Context: an optimization exercise on an open-source flow, tuned for small area. The choices shown serve that exercise and are no tape-out recipe.
The RTL was checked by simulation tests, not by an equivalence proof against the original design.
No activity file was given, so power comes from the tool's default toggle rates.

==> inputs of run a <==
Design button_press_classifier_queue_unit, start of the top module:
module button_press_classifier_queue_unit (
   input  logic        clock,
   input  logic        reset,
   input  logic        req_valid,
   output logic        req_stall,
   input  logic [40:0] req_payload_bits,
   output logic        rsp_valid,
   input  logic        rsp_stall,
   output logic [13:0] rsp_payload_bits,
   input  logic        csr_valid,
   output logic        csr_ready,
   input  logic [1:0]  csr_index,
   input  logic [15:0] csr_wdata
);
==> module bpcq_scan, before the edit <==
module bpcq_scan (
   input  logic        clock,
   input  logic        reset,
   input  logic        scan_en,
   input  logic [7:0]  lvl,
   input  logic [31:0] now,
   input  logic [15:0] short_ticks,
   input  logic [15:0] long_ticks,
   input  logic [15:0] beep_ticks,
   input  logic [15:0] window,
   input  logic        full,
   output logic        push,
   output logic [8:0]  push_entry,
   output logic        beep_start,
   output logic        beep_stop,
   output logic        fire
);
   logic [7:0]  pmask;
   logic        plong;
   logic [31:0] last;
   logic [7:0] ge_s, ge_l, rose;
   for (genvar i = 0; i < 8; i++) begin : g_lane
      bpcq_lane u_lane (
         .clock       (clock),
         .reset       (reset),
         .scan_en     (scan_en),
         .lvl         (lvl[i]),
         .short_ticks (short_ticks),
         .long_ticks  (long_ticks),
         .ge_s        (ge_s[i]),
         .ge_l        (ge_l[i]),
         .rose        (rose[i])
      );
   end
   logic [7:0] mask, lng;
   assign mask = lvl & (ge_s | ge_l);
   assign lng  = lvl & ge_l;
   logic [15:0] beep_n, dec_n;
   logic [16:0] bc;
   logic        beep_le1;
   assign bc[0] = 1'b1;
   for (genvar k = 0; k < 16; k++) begin : g_beep
      assign dec_n[k] = beep_n[k] ^ bc[k];
      assign bc[k+1]  = bc[k] & beep_n[k];
   end
   assign beep_le1   = (beep_n[15:1] == 15'h7FFF);
   assign beep_stop  = beep_le1 && !beep_n[0];
   assign beep_start = beep_le1 && (rose != 8'd0);
   always_ff @(posedge clock) begin
      if (reset) begin
         beep_n <= 16'hFFFF;
      end else if (scan_en) begin
         if (beep_start)   beep_n <= ~beep_ticks;
         else if (!bc[16]) beep_n <= dec_n;
      end
   end
   logic [7:0]  mm;
   logic        lm, any_mask;
   logic [16:0] qc, wc;
   logic [15:0] quiet, eq_hi;
   logic        z0, z1, hi_nz;
   assign any_mask = (mask != 8'd0);
   assign mm       = pmask | mask;
   assign lm       = plong | (lng != 8'd0);
   assign qc[0]    = 1'b1;
   assign wc[0]    = 1'b1;
   for (genvar k = 0; k < 16; k++) begin : g_quiet
      assign quiet[k] = now[k] ^ ~last[k] ^ qc[k];
      assign qc[k+1]  = (now[k] & ~last[k]) | (now[k] & qc[k]) | (~last[k] & qc[k]);
      assign wc[k+1]  = (quiet[k] & ~window[k]) | (quiet[k] & wc[k]) | (~window[k] & wc[k]);
   end
   assign eq_hi = ~(now[31:16] ^ last[31:16]);
   assign z0    = (eq_hi == 16'hFFFF);
   assign z1    = !eq_hi[0] &&
                  ((eq_hi[15:1] ^ (now[30:16] | ~last[30:16])) == 15'd0);
   assign hi_nz = qc[16] ? !z0 : !z1;
   assign fire  = (mm != 8'd0) &&
                  (any_mask ? (window == 16'd0) : (hi_nz || wc[16]));
   assign push       = scan_en && fire && !full;
   assign push_entry = {mm, lm};
   always_ff @(posedge clock) begin
      if (reset) begin
         pmask <= 8'd0;
         plong <= 1'b0;
      end else if (scan_en) begin
         pmask <= fire ? 8'd0 : mm;
         plong <= !fire && lm;
      end
   end
   always_ff @(posedge clock) begin
      if (scan_en && any_mask) begin
         last <= now;
      end
   end
endmodule
==> module bpcq_lane, before the edit <==
module bpcq_lane (
   input  logic        clock,
   input  logic        reset,
   input  logic        scan_en,
   input  logic        lvl,
   input  logic [15:0] short_ticks,
   input  logic [15:0] long_ticks,
   output logic        ge_s,
   output logic        ge_l,
   output logic        rose
);
   logic [15:0] hold, sum;
   logic [16:0] t, cs, cl;
   logic        clr;
   assign t[0] = scan_en && !lvl;
   for (genvar k = 0; k < 16; k++) begin : g_inc
      assign sum[k] = hold[k] ^ t[k];
      assign t[k+1] = hold[k] & t[k];
   end
   assign cs[0] = 1'b1;
   assign cl[0] = 1'b1;
   for (genvar k = 0; k < 16; k++) begin : g_cmp
      assign cs[k+1] = (hold[k] & ~short_ticks[k]) | (hold[k] & cs[k]) | (~short_ticks[k] & cs[k]);
      assign cl[k+1] = (hold[k] & ~long_ticks[k]) | (hold[k] & cl[k]) | (~long_ticks[k] & cl[k]);
   end
   assign ge_s = cs[16];
   assign ge_l = cl[16];
   assign rose = !lvl && !t[16] && (sum == short_ticks);
   assign clr = reset || (scan_en && lvl);
   always_ff @(posedge clock) begin
      hold <= clr ? 16'd0 : (sum | {16{t[16]}});
   end
endmodule
==> flow/config.mk <==
export PLATFORM = sky130hd
export DESIGN_NAME = button_press_classifier_queue_unit
export DESIGN_NICKNAME = button_press_classifier_queue_unit
export VERILOG_FILES = /design/flow/design.v
export SDC_FILE = /design/flow/constraint.sdc
export NUM_CORES = 4
export LEC_CHECK = 0
export CAP_MARGIN = 0
export CORE_MARGIN = 2
export CORE_UTILIZATION = 40
export SLEW_MARGIN = 0
==> flow/constraint.sdc <==
create_clock -name core_clock -period 12.0 [get_ports {clock}]
set_input_delay 2.4000 -clock core_clock [delete_from_list [all_inputs] [get_ports {clock}]]
set_output_delay 2.4000 -clock core_clock [all_outputs]
set_load 0.01 [all_outputs]
standard.sh (not shown) runs the stock make flow with config.mk's settings and CLKGATE_MAP_FILE= SYNTH_SCRIPT=/design/flow/synth_recipe.tcl, a recipe that flattens the netlist after the stock synthesis.
==> flow/flow/run.sh <==
#!/bin/bash
# Layout flow: the standard ORFS flow with these changes.
#  1. Synthesis is the standard flow's own script, except that Yosys's abc step maps the
#     design with each of the area-oriented flow/abc_*.script files and keeps
#     the smallest result (flow/multi_abc.tcl). Registers are mapped before
#     abc, so they come out the same as in the standard synthesis.
#  2. Ports are buffered with buf_1 instead of the default buffer cell.
#  3. Clock tree synthesis runs without dummy loads, with the buffer and
#     clustering options in flow/cts_args.txt.
# Each ORFS step writes its own log under orfs/logs; make's output goes to
# make.log and the DEF export's to write_def.log.
set -euo pipefail
W=$PWD

# Synthesis script: synth_recipe.tcl with ORFS's synth.tcl swapped for a copy
# whose abc call is replaced by my_multi_abc.
sed "s#source \$::env(SCRIPTS_DIR)/synth.tcl#source $W/my_synth.tcl#" synth_recipe.tcl > my_synth_recipe.tcl
grep -q "my_synth.tcl" my_synth_recipe.tcl
awk -v m="$W/flow/multi_abc.tcl" '
  /^  log_cmd abc \{\*\}\$abc_args$/ { print "  my_multi_abc $abc_args $lib_args"; n++; next }
  { print }
  /^source \$::env\(SCRIPTS_DIR\)\/synth_preamble.tcl/ { print "source " m }
  END { if (n != 1) exit 1 }' "$FLOW_HOME/scripts/synth.tcl" > my_synth.tcl
grep -q "multi_abc.tcl" my_synth.tcl
export FLOW_ABC_SCRIPTS="$(ls $W/flow/abc_*.script | tr '\n' ' ')"

# The standard flow's make command line (from standard.sh), with our synthesis script.
ARGS=$(sed -n 's/^make \(.*\) "\${@:-finish}"$/\1/p' standard.sh)
[ -n "$ARGS" ]
ARGS=$(echo "$ARGS" | sed "s#SYNTH_SCRIPT=[^ ]*#SYNTH_SCRIPT=$W/my_synth_recipe.tcl#")
CTS="-sink_clustering_enable -repair_clock_nets -dont_use_dummy_load"
CTS="$CTS $(cat flow/cts_args.txt)"

eval make $ARGS \
  "BUFFER_PORTS_ARGS='-buffer_cell sky130_fd_sc_hd__buf_1'" \
  "CTS_ARGS='$CTS'" \
  finish > make.log 2>&1

# Final DEF, as standard.sh writes it.
R=$(echo "$ARGS" | sed -n 's#.*WORK_HOME=\([^ ]*\).*#\1#p')/results/sky130hd/button_press_classifier_queue_unit/base
: # left out here: write the final layout as DEF
==> flow/flow/abc_b8.script <==
&get -n
&st
&dch
&nf -a -R 1000
&st
&dch
&nf -a -R 1000
&put
==> flow/flow/abc_c2.script <==
&get -n
&st
&dch
&nf -a -R 1000
&st
&dch
&nf -a -R 1000
&st
&dch
&nf -a -R 1000
&put
==> flow/flow/abc_c5.script <==
&get -n
&st
&syn2
&dch
&nf -a -R 1000
&st
&syn2
&dch
&nf -a -R 1000
&put
==> flow/flow/abc_c8.script <==
&get -n
&st
&dch
&nf -a -p -R 1000
&st
&dch
&nf -a -p -R 1000
&put
==> flow/flow/abc_d1.script <==
&get -n
&st
&dch -f
&nf -a -R 1000
&st
&dch -f
&nf -a -R 1000
&put
==> flow/flow/abc_d2.script <==
&get -n
&st
&dc2
&nf -a -R 1000
&st
&dch
&nf -a -R 1000
&put
==> flow/flow/abc_d6.script <==
&get -n
&st
&dch
&nf -a -R 1000 -E 50
&st
&dch
&nf -a -R 1000 -E 50
&put
==> flow/flow/abc_d7.script <==
strash
ifraig
dch
map -a
strash
dch
map -a
==> flow/flow/multi_abc.tcl <==
# Technology mapping with several ABC scripts: each script in
# FLOW_ABC_SCRIPTS maps the same design, and the smallest result (by the
# liberty cell area that stat reports) is kept. Registers are mapped before
# this step, so every try has the same registers.
proc my_multi_abc { abc_args lib_args } {
  design -save my_pre_abc
  set best_area ""
  set best_script ""
  foreach s $::env(FLOW_ABC_SCRIPTS) {
    design -load my_pre_abc
    abc {*}[lreplace $abc_args 1 1 $s]
    tee -q -o $::env(OBJECTS_DIR)/abc_try_area.txt stat {*}$lib_args
    set f [open $::env(OBJECTS_DIR)/abc_try_area.txt r]
    set txt [read $f]
    close $f
    if { ![regexp {Chip area for [^:]*:\s*([0-9.]+)} $txt -> area] } {
      error "no area for abc script $s"
    }
    puts "my_multi_abc: $s area $area"
    if { $best_area eq "" || $area < $best_area } {
      set best_area $area
      set best_script $s
      design -save my_best_abc
    }
  }
  puts "my_multi_abc: kept $best_script area $best_area"
  design -load my_best_abc
}
Other scripts of this flow, unchanged in this note and not shown: flow/flow/cts_args.txt
==> inputs of run b, as changes to run a <==
--- a/flow/design.v
+++ b/flow/design.v
@@ -19,14 +19,15 @@
    input  logic        full,
    output logic        push,
    output logic [8:0]  push_entry,
    output logic        beep_start,
    output logic        beep_stop,
    output logic        fire
 );
+   logic [15:0] beep;
    logic [7:0]  pmask;
    logic        plong;
    logic [31:0] last;
    logic [7:0] ge_s, ge_l, rose;
    for (genvar i = 0; i < 8; i++) begin : g_lane
       bpcq_lane u_lane (
          .clock       (clock),
@@ -39,31 +40,31 @@
          .ge_l        (ge_l[i]),
          .rose        (rose[i])
       );
    end
    logic [7:0] mask, lng;
    assign mask = lvl & (ge_s | ge_l);
    assign lng  = lvl & ge_l;
-   logic [15:0] beep_n, dec_n;
-   logic [16:0] bc;
+   logic [16:0] bw;
+   logic [15:0] dec;
    logic        beep_le1;
-   assign bc[0] = 1'b1;
+   assign bw[0] = 1'b1;
    for (genvar k = 0; k < 16; k++) begin : g_beep
-      assign dec_n[k] = beep_n[k] ^ bc[k];
-      assign bc[k+1]  = bc[k] & beep_n[k];
-   end
-   assign beep_le1   = (beep_n[15:1] == 15'h7FFF);
-   assign beep_stop  = beep_le1 && !beep_n[0];
+      assign dec[k]  = beep[k] ^ bw[k];
+      assign bw[k+1] = bw[k] & ~beep[k];
+   end
+   assign beep_le1   = (beep[15:1] == 15'd0);
+   assign beep_stop  = beep_le1 && beep[0];
    assign beep_start = beep_le1 && (rose != 8'd0);
    always_ff @(posedge clock) begin
       if (reset) begin
-         beep_n <= 16'hFFFF;
+         beep <= 16'd0;
       end else if (scan_en) begin
-         if (beep_start)   beep_n <= ~beep_ticks;
-         else if (!bc[16]) beep_n <= dec_n;
+         if (beep_start)   beep <= beep_ticks;
+         else if (!bw[16]) beep <= dec;
       end
    end
    logic [7:0]  mm;
    logic        lm, any_mask;
    logic [16:0] qc, wc;
    logic [15:0] quiet, eq_hi;
    logic        z0, z1, hi_nz;
@@ -163,24 +164,19 @@
       if (push) begin
          slot[0] <= push_entry;
          for (int k = 1; k < 15; k++) begin
             slot[k] <= slot[k-1];
          end
       end
    end
-   logic [14:0] sel;
-   logic [3:0]  lo, hi;
    always_comb begin
-      for (int k = 0; k < 4; k++) begin
-         lo[k] = rd_en && (count[1:0] == 2'(k));
-         hi[k] = (count[3:2] == 2'(k));
-      end
-      for (int k = 0; k < 15; k++) sel[k] = lo[k%4] & hi[k/4];
       rd_entry = 9'd0;
-      for (int k = 0; k < 15; k++) rd_entry = rd_entry | ({9{sel[k]}} & slot[k]);
+      for (int k = 0; k < 15; k++) begin
+         rd_entry = rd_entry | ({9{rd_en && (count == 4'(k))}} & slot[k]);
+      end
    end
 endmodule
 `timescale 1ns / 1ps
 module button_press_classifier_queue_unit (
    input  logic        clock,
    input  logic        reset,
    input  logic        req_valid,
@@ -193,38 +189,34 @@
    output logic        csr_ready,
    input  logic [1:0]  csr_index,
    input  logic [15:0] csr_wdata
 );
    logic        rsp_valid_ff;
    logic        req_fire, scan_en, pop_en;
    logic [15:0] short_ticks, long_ticks, beep_ticks, window;
-   logic [15:0] short_n, long_n, beep_n;
-   assign short_ticks = ~short_n;
-   assign long_ticks  = ~long_n;
-   assign beep_ticks  = ~beep_n;
    logic        push, fire, beep_start, beep_stop, empty, full;
    logic [8:0]  push_entry, rd_entry;
    logic [3:0]  flags_ff;
    logic        pop_valid_ff;
    assign req_stall = rsp_valid_ff && rsp_stall;
    assign req_fire  = req_valid && !req_stall;
    assign scan_en   = req_fire && !req_payload_bits[40];
    assign pop_en    = req_fire && req_payload_bits[40];
    assign csr_ready = 1'b1;
    always_ff @(posedge clock) begin
       if (reset) begin
-         short_n     <= ~bpcq_pkg::SHORT_TICKS_RST;
-         long_n      <= ~bpcq_pkg::LONG_TICKS_RST;
-         beep_n      <= ~bpcq_pkg::BEEP_TICKS_RST;
+         short_ticks <= bpcq_pkg::SHORT_TICKS_RST;
+         long_ticks  <= bpcq_pkg::LONG_TICKS_RST;
+         beep_ticks  <= bpcq_pkg::BEEP_TICKS_RST;
          window      <= bpcq_pkg::GATHER_WINDOW_RST;
       end else if (csr_valid) begin
          case (csr_index)
-            2'd0: short_n     <= ~csr_wdata;
-            2'd1: long_n      <= ~csr_wdata;
-            2'd2: beep_n      <= ~csr_wdata;
+            2'd0: short_ticks <= csr_wdata;
+            2'd1: long_ticks  <= csr_wdata;
+            2'd2: beep_ticks  <= csr_wdata;
             default: window   <= csr_wdata;
          endcase
       end
    end
    bpcq_scan u_scan (
       .clock       (clock),
       .reset       (reset),
==> flow/flow/run.sh (replaced) <==
#!/bin/bash
# Layout flow: the standard ORFS flow with three changes.
#  1. Synthesis is the standard flow's own script, except that Yosys's abc step runs
#     flow/abc_area.script (area-oriented mapping) instead of ORFS's
#     abc_speed.script. Registers are mapped before abc, so they come out
#     the same as in the standard synthesis.
#  2. Ports are buffered with buf_1 instead of the default buffer cell.
#  3. Clock tree synthesis runs without dummy loads.
# Each tool writes its log under orfs/logs (ORFS's per-step logs); make's
# own output goes to make.log.
set -euo pipefail
W=$PWD

# Synthesis script: synth_recipe.tcl with ORFS's synth.tcl swapped for a copy
# whose abc arguments name our script.
sed "s#source \$::env(SCRIPTS_DIR)/synth.tcl#source $W/my_synth.tcl#" synth_recipe.tcl > my_synth_recipe.tcl
grep -q "my_synth.tcl" my_synth_recipe.tcl
awk -v s="$W/flow/abc_area.script" '
  { print }
  /^source \$::env\(SCRIPTS_DIR\)\/synth_preamble.tcl/ {
    print "set abc_args [lreplace $abc_args 1 1 " s "]"
  }' "$FLOW_HOME/scripts/synth.tcl" > my_synth.tcl
grep -q "abc_area.script" my_synth.tcl

# The standard flow's make command line (from standard.sh), with our synthesis script.
ARGS=$(sed -n 's/^make \(.*\) "\${@:-finish}"$/\1/p' standard.sh)
[ -n "$ARGS" ]
ARGS=$(echo "$ARGS" | sed "s#SYNTH_SCRIPT=[^ ]*#SYNTH_SCRIPT=$W/my_synth_recipe.tcl#")
CTS="-sink_clustering_enable -repair_clock_nets -dont_use_dummy_load"
CTS="$CTS $(cat flow/cts_args.txt 2>/dev/null || true)"

eval make $ARGS \
  "BUFFER_PORTS_ARGS='-buffer_cell sky130_fd_sc_hd__buf_1'" \
  "CTS_ARGS='$CTS'" \
  finish > make.log 2>&1

# Final DEF, as standard.sh writes it.
R=$(echo "$ARGS" | sed -n 's#.*WORK_HOME=\([^ ]*\).*#\1#p')/results/sky130hd/button_press_classifier_queue_unit/base
: # left out here: write the final layout as DEF
==> flow/flow/abc_area.script (new file) <==
&get -n
&st
&dch
&nf -a -R 1000
&st
&dch
&nf -a -R 1000
&st
&dch
&nf -a -R 1000
&put
- CAP_MARGIN: 0 -> 20
- SLEW_MARGIN: 0 -> 20
removed: flow/flow/abc_b8.script
removed: flow/flow/abc_c2.script
removed: flow/flow/abc_c5.script
removed: flow/flow/abc_c8.script
removed: flow/flow/abc_d1.script
removed: flow/flow/abc_d2.script
removed: flow/flow/abc_d6.script
removed: flow/flow/abc_d7.script
removed: flow/flow/multi_abc.tcl
==> inputs of run c, as changes to run a <==
- CORE_UTILIZATION: 40 -> 60
- PLACE_DENSITY: not set -> 0.75
==> inputs of run d, as changes to run a <==
--- a/flow/design.v
+++ b/flow/design.v
@@ -22,42 +22,47 @@
    output logic        beep_start,
    output logic        beep_stop,
    output logic        fire
 );
    logic [7:0]  pmask;
    logic        plong;
    logic [31:0] last;
-   logic [7:0] ge_s, ge_l, rose;
+   logic [15:0] short_m1;
+   logic        short_nz;
+   assign short_m1 = short_ticks - 16'd1;
+   assign short_nz = (short_ticks != 16'd0);
+   logic [7:0] ge_s, ge_l, rose, gt_m1;
    for (genvar i = 0; i < 8; i++) begin : g_lane
       bpcq_lane u_lane (
          .clock       (clock),
          .reset       (reset),
          .scan_en     (scan_en),
          .lvl         (lvl[i]),
-         .short_ticks (short_ticks),
+         .short_m1    (short_m1),
          .long_ticks  (long_ticks),
-         .ge_s        (ge_s[i]),
+         .gt_m1       (gt_m1[i]),
          .ge_l        (ge_l[i]),
          .rose        (rose[i])
       );
    end
+   assign ge_s = gt_m1 | {8{!short_nz}};
    logic [7:0] mask, lng;
    assign mask = lvl & (ge_s | ge_l);
    assign lng  = lvl & ge_l;
    logic [15:0] beep_n, dec_n;
    logic [16:0] bc;
    logic        beep_le1;
    assign bc[0] = 1'b1;
    for (genvar k = 0; k < 16; k++) begin : g_beep
       assign dec_n[k] = beep_n[k] ^ bc[k];
       assign bc[k+1]  = bc[k] & beep_n[k];
    end
    assign beep_le1   = (beep_n[15:1] == 15'h7FFF);
    assign beep_stop  = beep_le1 && !beep_n[0];
-   assign beep_start = beep_le1 && (rose != 8'd0);
+   assign beep_start = beep_le1 && short_nz && (rose != 8'd0);
    always_ff @(posedge clock) begin
       if (reset) begin
          beep_n <= 16'hFFFF;
       end else if (scan_en) begin
          if (beep_start)   beep_n <= ~beep_ticks;
          else if (!bc[16]) beep_n <= dec_n;
       end
@@ -102,37 +107,37 @@
    end
 endmodule
 module bpcq_lane (
    input  logic        clock,
    input  logic        reset,
    input  logic        scan_en,
    input  logic        lvl,
-   input  logic [15:0] short_ticks,
+   input  logic [15:0] short_m1,
    input  logic [15:0] long_ticks,
-   output logic        ge_s,
+   output logic        gt_m1,
    output logic        ge_l,
    output logic        rose
 );
    logic [15:0] hold, sum;
    logic [16:0] t, cs, cl;
    logic        clr;
    assign t[0] = scan_en && !lvl;
    for (genvar k = 0; k < 16; k++) begin : g_inc
       assign sum[k] = hold[k] ^ t[k];
       assign t[k+1] = hold[k] & t[k];
    end
-   assign cs[0] = 1'b1;
+   assign cs[0] = 1'b0;
    assign cl[0] = 1'b1;
    for (genvar k = 0; k < 16; k++) begin : g_cmp
-      assign cs[k+1] = (hold[k] & ~short_ticks[k]) | (hold[k] & cs[k]) | (~short_ticks[k] & cs[k]);
+      assign cs[k+1] = (hold[k] & ~short_m1[k]) | (hold[k] & cs[k]) | (~short_m1[k] & cs[k]);
       assign cl[k+1] = (hold[k] & ~long_ticks[k]) | (hold[k] & cl[k]) | (~long_ticks[k] & cl[k]);
    end
-   assign ge_s = cs[16];
+   assign gt_m1 = cs[16];
    assign ge_l = cl[16];
-   assign rose = !lvl && !t[16] && (sum == short_ticks);
+   assign rose = !lvl && (hold == short_m1);
    assign clr = reset || (scan_en && lvl);
    always_ff @(posedge clock) begin
       hold <= clr ? 16'd0 : (sum | {16{t[16]}});
    end
 endmodule
 `timescale 1ns / 1ps
 module bpcq_queue (
--- a/flow/flow/run.sh
+++ b/flow/flow/run.sh
@@ -1,13 +1,15 @@
 #!/bin/bash
 # Layout flow: the standard ORFS flow with these changes.
 #  1. Synthesis is the standard flow's own script, except that Yosys's abc step maps the
 #     design with each of the area-oriented flow/abc_*.script files and keeps
 #     the smallest result (flow/multi_abc.tcl). Registers are mapped before
 #     abc, so they come out the same as in the standard synthesis.
+#     Yosys's full-adder extraction is skipped (ADDER_MAP_FILE empty), so
+#     abc maps the adders and compares along with the rest of the logic.
 #  2. Ports are buffered with buf_1 instead of the default buffer cell.
 #  3. Clock tree synthesis runs without dummy loads, with the buffer and
 #     clustering options in flow/cts_args.txt.
 # Each ORFS step writes its own log under orfs/logs; make's output goes to
 # make.log and the DEF export's to write_def.log.
 set -euo pipefail
 W=$PWD
@@ -28,14 +30,15 @@
 ARGS=$(sed -n 's/^make \(.*\) "\${@:-finish}"$/\1/p' standard.sh)
 [ -n "$ARGS" ]
 ARGS=$(echo "$ARGS" | sed "s#SYNTH_SCRIPT=[^ ]*#SYNTH_SCRIPT=$W/my_synth_recipe.tcl#")
 CTS="-sink_clustering_enable -repair_clock_nets -dont_use_dummy_load"
 CTS="$CTS $(cat flow/cts_args.txt)"
 
 eval make $ARGS \
+  "ADDER_MAP_FILE=" \
   "BUFFER_PORTS_ARGS='-buffer_cell sky130_fd_sc_hd__buf_1'" \
   "CTS_ARGS='$CTS'" \
   finish > make.log 2>&1
 
 # Final DEF, as standard.sh writes it.
 R=$(echo "$ARGS" | sed -n 's#.*WORK_HOME=\([^ ]*\).*#\1#p')/results/sky130hd/button_press_classifier_queue_unit/base
 : # left out here: write the final layout as DEF
==> qor summary <==
Antenna cell count: run d 3; run b 4; run a 1; run c 2
Leading cell type in the layout, fill and taps excluded: run d sky130_fd_sc_hd__a21oi_1; run b sky130_fd_sc_hd__clkinv_1; run a sky130_fd_sc_hd__dfxtp_1; run c sky130_fd_sc_hd__dfxtp_1
Non-clock buffer count: run d 114; run b 113; run a 116; run c 109
Reg2Reg Setup Slack: run d 3.61 ns; run b 2.46 ns; run a 2.44 ns; run c 2.51 ns
Run status: run d no timing/DRC/antenna violations; run b no timing/DRC/antenna violations; run a no timing/DRC/antenna violations; run c no timing/DRC/antenna violations
Post-synth cell types: run d 55; run b 49; run a 50; run c 50
Gate Count Post-Synth: run d 1955; run b 1875; run a 1785; run c 1785
Met2 track utilization from global routing: run d 34.0%; run b 37.7%; run a 36.6%; run c 48.2%
Per-instance average area after synthesis: run d 9.65 um^2; run b 10.7 um^2; run a 11.0 um^2; run c 11.0 um^2
Fraction of standard cell area in multi-input logic: run d 43.7%; run b 44.0%; run a 45.8%; run c 46.4%
Via density per instance: run d 6.08; run b 6.29; run a 6.35; run c 6.90
Depth of the worst register-to-register path: run d 23; run b 30; run a 33; run c 33
Worst IR Drop VDD: run d 0.0000664 V; run b 0.0000608 V; run a 0.0000784 V; run c 0.0000885 V
Clock buffers created by TritonCTS: run d 51; run b 54; run a 51; run c 50
Post-route clock period utilization: run d 81.4%; run b 90.9%; run a 91.0%; run c 90.9%
Routed length per instance: run d 19.7 um; run b 23.8 um; run a 22.6 um; run c 22.6 um
Total power density per cell area: run d 115 nW/um^2; run b 109 nW/um^2; run a 110 nW/um^2; run c 110 nW/um^2
Initial antenna violation count: run d 3; run b 5; run a 4; run c 2
Routability congestion estimate from global placement: run d 0.850; run b 0.922; run a 0.855; run c 0.900
Switching power share of the total: run d 27.5%; run b 28.0%; run a 27.5%; run c 26.9%
Final net count: run d 2184; run b 2293; run a 2201; run c 2193
Pin slew with the least headroom to its limit: run d 1.19 ns; run b 1.09 ns; run a 1.25 ns; run c 1.30 ns
Ratio of cells with drive above 1 in the final layout: run d 4.44%; run b 5.05%; run a 5.33%; run c 4.79%
Largest class: run d sequential cells; run b multi-input combinational cells; run a multi-input combinational cells; run c multi-input combinational cells
Final worst hold slack: run d 0.388 ns; run b 0.421 ns; run a 0.426 ns; run c 0.434 ns
Via count of the first global-routing pass: run d 15300; run b 16600; run a 16200; run c 15600
Top routing layer in use: run d met5; run b met5; run a met5; run c met4

==> separate check: timing with driven ports <==
No port has a modelled driver above. Below, the same layouts with a new extraction and two added sets of constraints. Step 1 (the two cells are an assumption about what drives the block):
set clk [get_ports {clock}]
set_driving_cell -lib_cell sky130_fd_sc_hd__clkbuf_16 $clk
set_driving_cell -lib_cell sky130_fd_sc_hd__buf_2 [delete_from_list [all_inputs] $clk]
Step 2 times the ports against the registers' clock, not the clock port: input delays grow and output delays shrink by t, the midpoint of the rising clock arrivals with the driver on. Slacks: ideal ports / drivers / drivers and shift; pairs: ideal ports / drivers.
run	shift t [ns]	setup WS [ns]	worst setup path at the end	clock arrival spread, ns	worst slew at a driven data input, ns
run a	0.837	1.077 / 1.108 / 0.271	input to register	0.162 / 0.162	0.08
run b	0.851	1.090 / 1.125 / 0.274	input to register	0.088 / 0.088	0.08
run c	0.811	1.094 / 1.117 / 0.306	input to register	0.067 / 0.067	0.08
run d	0.829	2.233 / 2.263 / 1.434	input to register	0.167 / 0.168	0.10
After both steps setup and hold are still met in every run listed. The setup slack of run b, which loses most, moves by +0.035 ns with the drivers and by -0.816 ns with both steps.
